Background: an optimization exercise with open tools, aiming at small area and a short achievable clock period. Do not read the settings as production practice.
In this exercise RTL edits were held to simulation tests only and were not proved equivalent to the original.
Power and IR drop assume default switching activity.

## juniper
// instr_mix_profiler
module instr_mix_profiler #(
   parameter int unsigned CNT_W = 16
) (
   input  logic             clk,
   input  logic             rst,
   input  logic             in_valid,
   input  logic [22:0]      instruction_type,
   input  logic [4:0]       instruction_format,
   input  logic             clear,
   input  logic             rd_en,
   input  logic [4:0]       rd_sel,
   output logic             rd_valid,
   output logic [CNT_W-1:0] rd_data,
   output logic             rd_err
);
   localparam int unsigned NUM_TYPES = 23;
   localparam int unsigned NUM_FMTS  = 5;
   localparam int unsigned NUM_PHYS  = 28;
   logic [NUM_TYPES-1:0] s1_type_q;
   logic                 s1_legal_q;
   logic [3:0]           s1_grp_inc_q;    
   logic                 clr_pend_q;
   logic             rd_valid_q;
   logic [CNT_W-1:0] rd_data_q, rd_data_d;
   logic             rd_err_q;
   logic [NUM_FMTS-1:0]            grp;
   logic [1:0]                     t_am;
   logic                           take, is_bubble, is_legal, is_err;
   logic [NUM_TYPES-1:0]           type_inc;
   logic [NUM_PHYS-1:0][CNT_W-1:0] cnt;
   logic [31:0]                    sel_hot;
   logic [NUM_PHYS-1:0]            pick;
   function automatic logic [1:0] any_multi(input logic [31:0] x);
      logic [31:0] a, m;
      a = x;
      m = '0;
      for (int w = 16; w >= 1; w = w / 2) begin
         for (int i = 0; i < w; i++) begin
            m[i] = m[2*i] | m[2*i+1] | (a[2*i] & a[2*i+1]);
            a[i] = a[2*i] | a[2*i+1];
         end
      end
      any_multi = {m[0], a[0]};
   endfunction
   logic [NUM_FMTS-1:0] g_any, g_multi, g_use;
   logic [1:0]          u_am;
   always_comb begin
      t_am = any_multi({30'd0, instruction_type[20:19]});
      g_any[1] = t_am[0];  g_multi[1] = t_am[1];
  ...
Size in the first run: ~1500 cells after synthesis, roughly 56 I/O pins.
export LEC_CHECK = 0
export CAP_MARGIN = 20
export CORE_MARGIN = 2
export CORE_UTILIZATION = 55
export CTS_CLUSTER_DIAMETER = 60
export CTS_CLUSTER_SIZE = 16
export SETUP_SLACK_MARGIN = 4.8
export SLEW_MARGIN = 20
export TNS_END_PERCENT = 0
create_clock -name core_clock -period 7.5 [get_ports {clk}]
standard.sh (not shown) runs the stock make flow with config.mk's settings and CLKGATE_MAP_FILE= SYNTH_SCRIPT=/design/flow/synth_recipe.tcl, a recipe that flattens the netlist after the stock synthesis.
==> flow/flow/run.sh <==
#!/bin/bash
# The standard layout (standard synthesis unchanged), with two changes:
# the port buffers are sky130_fd_sc_hd__buf_2 instead of the delay-cell
# buffer buffer_ports picks by default, and clock tree synthesis builds the
# tree from sky130_fd_sc_hd__clkbuf_4 in clusters of up to 8 sinks and
# inserts no dummy loads. make's output goes to standard.log here; each
# tool's full output also goes to ORFS's own logs under orfs/logs.
export BUFFER_PORTS_ARGS="-buffer_cell sky130_fd_sc_hd__buf_2"
export CTS_ARGS="-sink_clustering_enable -repair_clock_nets -sink_clustering_size 8 -sink_clustering_max_diameter 40 -dont_use_dummy_load -buf_list sky130_fd_sc_hd__clkbuf_4"
bash standard.sh > standard.log 2>&1
#### Input delta (yarrow over juniper)
# juniper
export LEC_CHECK = 0
export CAP_MARGIN = 20
export CORE_MARGIN = 2
export CORE_UTILIZATION = 55
export CTS_CLUSTER_DIAMETER = 60
export CTS_CLUSTER_SIZE = 16
export SETUP_SLACK_MARGIN = 4.8
export SLEW_MARGIN = 20
export TNS_END_PERCENT = 0
create_clock -name core_clock -period 7.5 [get_ports {clk}]
# yarrow
export LEC_CHECK = 0
export CAP_MARGIN = 20
export CORE_MARGIN = 2
export CORE_UTILIZATION = 50
export CTS_CLUSTER_DIAMETER = 60
export CTS_CLUSTER_SIZE = 16
export SETUP_SLACK_MARGIN = 4.6
export SLEW_MARGIN = 20
export TNS_END_PERCENT = 0
create_clock -name core_clock -period 7.5 [get_ports {clk}]
==> run summary <==
Going from juniper to yarrow, share of async-settable or async-resettable flops after synthesis now sits at about the same level; period utilization now sits lower.
The flow did not stop early for yarrow: all stages ran, and the layout cleared the timing, DRC and antenna checks.
Run comparison: yarrow end of the critical path rd_data_q[2]; juniper end of the critical path rd_data_q[12]
From juniper to yarrow the numbers moved as follows: via total after detailed routing climbed 1.6%; wire length climbed 2.9%.
Delta (yarrow minus juniper): hold buffer count at cts comparable; met1 wire length now larger.
Diff juniper -> yarrow: post-route minimum period decreased 0.087 ns; hold slack essentially unchanged; area added between synthesis and finish decreased 0.52 points.
On cell leakage power, yarrow and juniper are neck and neck.
Looking at die area, yarrow sits about 10% higher than juniper does.
#### Input delta (pepper over yarrow)
# yarrow
export LEC_CHECK = 0
export CAP_MARGIN = 20
export CORE_MARGIN = 2
export CORE_UTILIZATION = 50
export CTS_CLUSTER_DIAMETER = 60
export CTS_CLUSTER_SIZE = 16
export SETUP_SLACK_MARGIN = 4.6
export SLEW_MARGIN = 20
export TNS_END_PERCENT = 0
create_clock -name core_clock -period 7.5 [get_ports {clk}]
# pepper
export LEC_CHECK = 0
export CAP_MARGIN = 20
export CORE_MARGIN = 2
export CORE_UTILIZATION = 45
export CTS_CLUSTER_DIAMETER = 60
export CTS_CLUSTER_SIZE = 16
export SETUP_SLACK_MARGIN = 5.0
export SLEW_MARGIN = 20
export TNS_END_PERCENT = 0
create_clock -name core_clock -period 7.5 [get_ports {clk}]
==> flow/flow/run.sh <==
#!/bin/bash
# The standard layout (standard synthesis unchanged), with two changes:
# the port buffers are sky130_fd_sc_hd__buf_4 instead of the delay-cell
# buffer buffer_ports picks by default, and clock tree synthesis builds the
# tree from sky130_fd_sc_hd__clkbuf_8 in clusters of up to 12 sinks and
# inserts no dummy loads. Each tool's full output goes to ORFS's own logs under orfs/logs.
export BUFFER_PORTS_ARGS="-buffer_cell sky130_fd_sc_hd__buf_4"
export CTS_ARGS="-sink_clustering_enable -repair_clock_nets -sink_clustering_size 12 -sink_clustering_max_diameter 50 -dont_use_dummy_load -buf_list sky130_fd_sc_hd__clkbuf_8"
bash standard.sh > standard.log 2>&1
Number of gates resized after CTS for pepper: 124 up relative to yarrow. In pepper the clock period minus worst slack turned out 0.066 ns lower than in yarrow. yarrow tops out at a lower clock frequency than pepper. Against yarrow, pepper reports a instance count on the critical path that is higher. Between yarrow and pepper, total number of nets in the final design is lower for yarrow, pepper comes in above that. yarrow -> pepper: number of tap instances increased by more than 10%. The more densely filled core belongs to yarrow, not pepper. Relative to yarrow, clock tree buffer count of the final layout has decreased by 26 in pepper. pepper: fraction of power consumed by combinational cells is 1.7 points higher than what yarrow reported.
Input changes introduced in sierra (baseline for comparison: pepper):
# pepper
export LEC_CHECK = 0
export CAP_MARGIN = 20
export CORE_MARGIN = 2
export CORE_UTILIZATION = 45
export CTS_CLUSTER_DIAMETER = 60
export CTS_CLUSTER_SIZE = 16
export SETUP_SLACK_MARGIN = 5.0
export SLEW_MARGIN = 20
export TNS_END_PERCENT = 0
create_clock -name core_clock -period 7.5 [get_ports {clk}]
# sierra
export LEC_CHECK = 0
export CAP_MARGIN = 20
export CORE_MARGIN = 2
export CORE_UTILIZATION = 50
export CTS_CLUSTER_DIAMETER = 60
export CTS_CLUSTER_SIZE = 16
export GPL_ROUTABILITY_DRIVEN = 0
export SETUP_SLACK_MARGIN = 4.8
export SLEW_MARGIN = 20
export TNS_END_PERCENT = 0
create_clock -name core_clock -period 7.5 [get_ports {clk}]
==> flow/flow/run.sh <==
#!/bin/bash
# The standard layout (standard synthesis unchanged), with two changes:
# the port buffers are sky130_fd_sc_hd__buf_2 instead of the delay-cell
# buffer buffer_ports picks by default, and clock tree synthesis builds the
# tree from sky130_fd_sc_hd__clkbuf_4 in clusters of up to 8 sinks and
# inserts no dummy loads. make's output goes to standard.log here; each
# tool's full output also goes to ORFS's own logs under orfs/logs.
export BUFFER_PORTS_ARGS="-buffer_cell sky130_fd_sc_hd__buf_2"
export CTS_ARGS="-sink_clustering_enable -repair_clock_nets -sink_clustering_size 8 -sink_clustering_max_diameter 40 -dont_use_dummy_load -buf_list sky130_fd_sc_hd__clkbuf_4"
bash standard.sh > standard.log 2>&1
==> comparison <==
The higher number of setup buffers added after CTS of pepper and sierra is in pepper. pepper -> sierra: worst hold path cell count delta 0, exact match. sierra ended up with rd_data_q[9] as its endpoint of the most critical setup path; pepper ended up with u_types.cnt_q[199]. Routing usage on met3 up 2.4 points in sierra wrt pepper. A top routing layer in use of met5 is what pepper shows, while met4 belongs to sierra. Compared with pepper, in sierra number of global-route vias before repair went down about 3.5%; data required time of the critical path went up 0.21 ns.

port drivers added, routing unchanged:
The flow's constraints put no driver on any port. The routed layouts listed below were extracted and timed again, unchanged, in two steps.
Step 1 sets driving cells, clkbuf_16 on the clock port and buf_2 on the other inputs (assumed; they add their load-dependent delay and slew).
Step 2 also shifts input and output timing later by t, the mid clock arrival at the registers, as if the neighbouring blocks saw the same clock.
Three values: ideal, step 1, step 2; two values: the first two.
| run | t, ns | slack for setup (ns) | worst register clock-pin slew, ns | worst slew at a driven data input, ns |
|---|---|---|---|---|
| juniper | 0.863 | 4.426 / 4.456 / 3.594 | 0.10 / 0.10 | 0.03 |
| yarrow | 0.851 | 4.513 / 4.526 / 3.692 | 0.11 / 0.11 | 0.05 |
| pepper | 0.723 | 4.579 / 4.579 / 3.959 | 0.09 / 0.09 | 0.05 |
| sierra | 0.873 | 4.410 / 4.440 / 3.567 | 0.11 / 0.11 | 0.03 |
After both steps setup and hold are still met in every run listed. For sierra, which loses most, drivers alone change the setup slack by +0.030 ns; drivers and shift together by -0.843 ns.
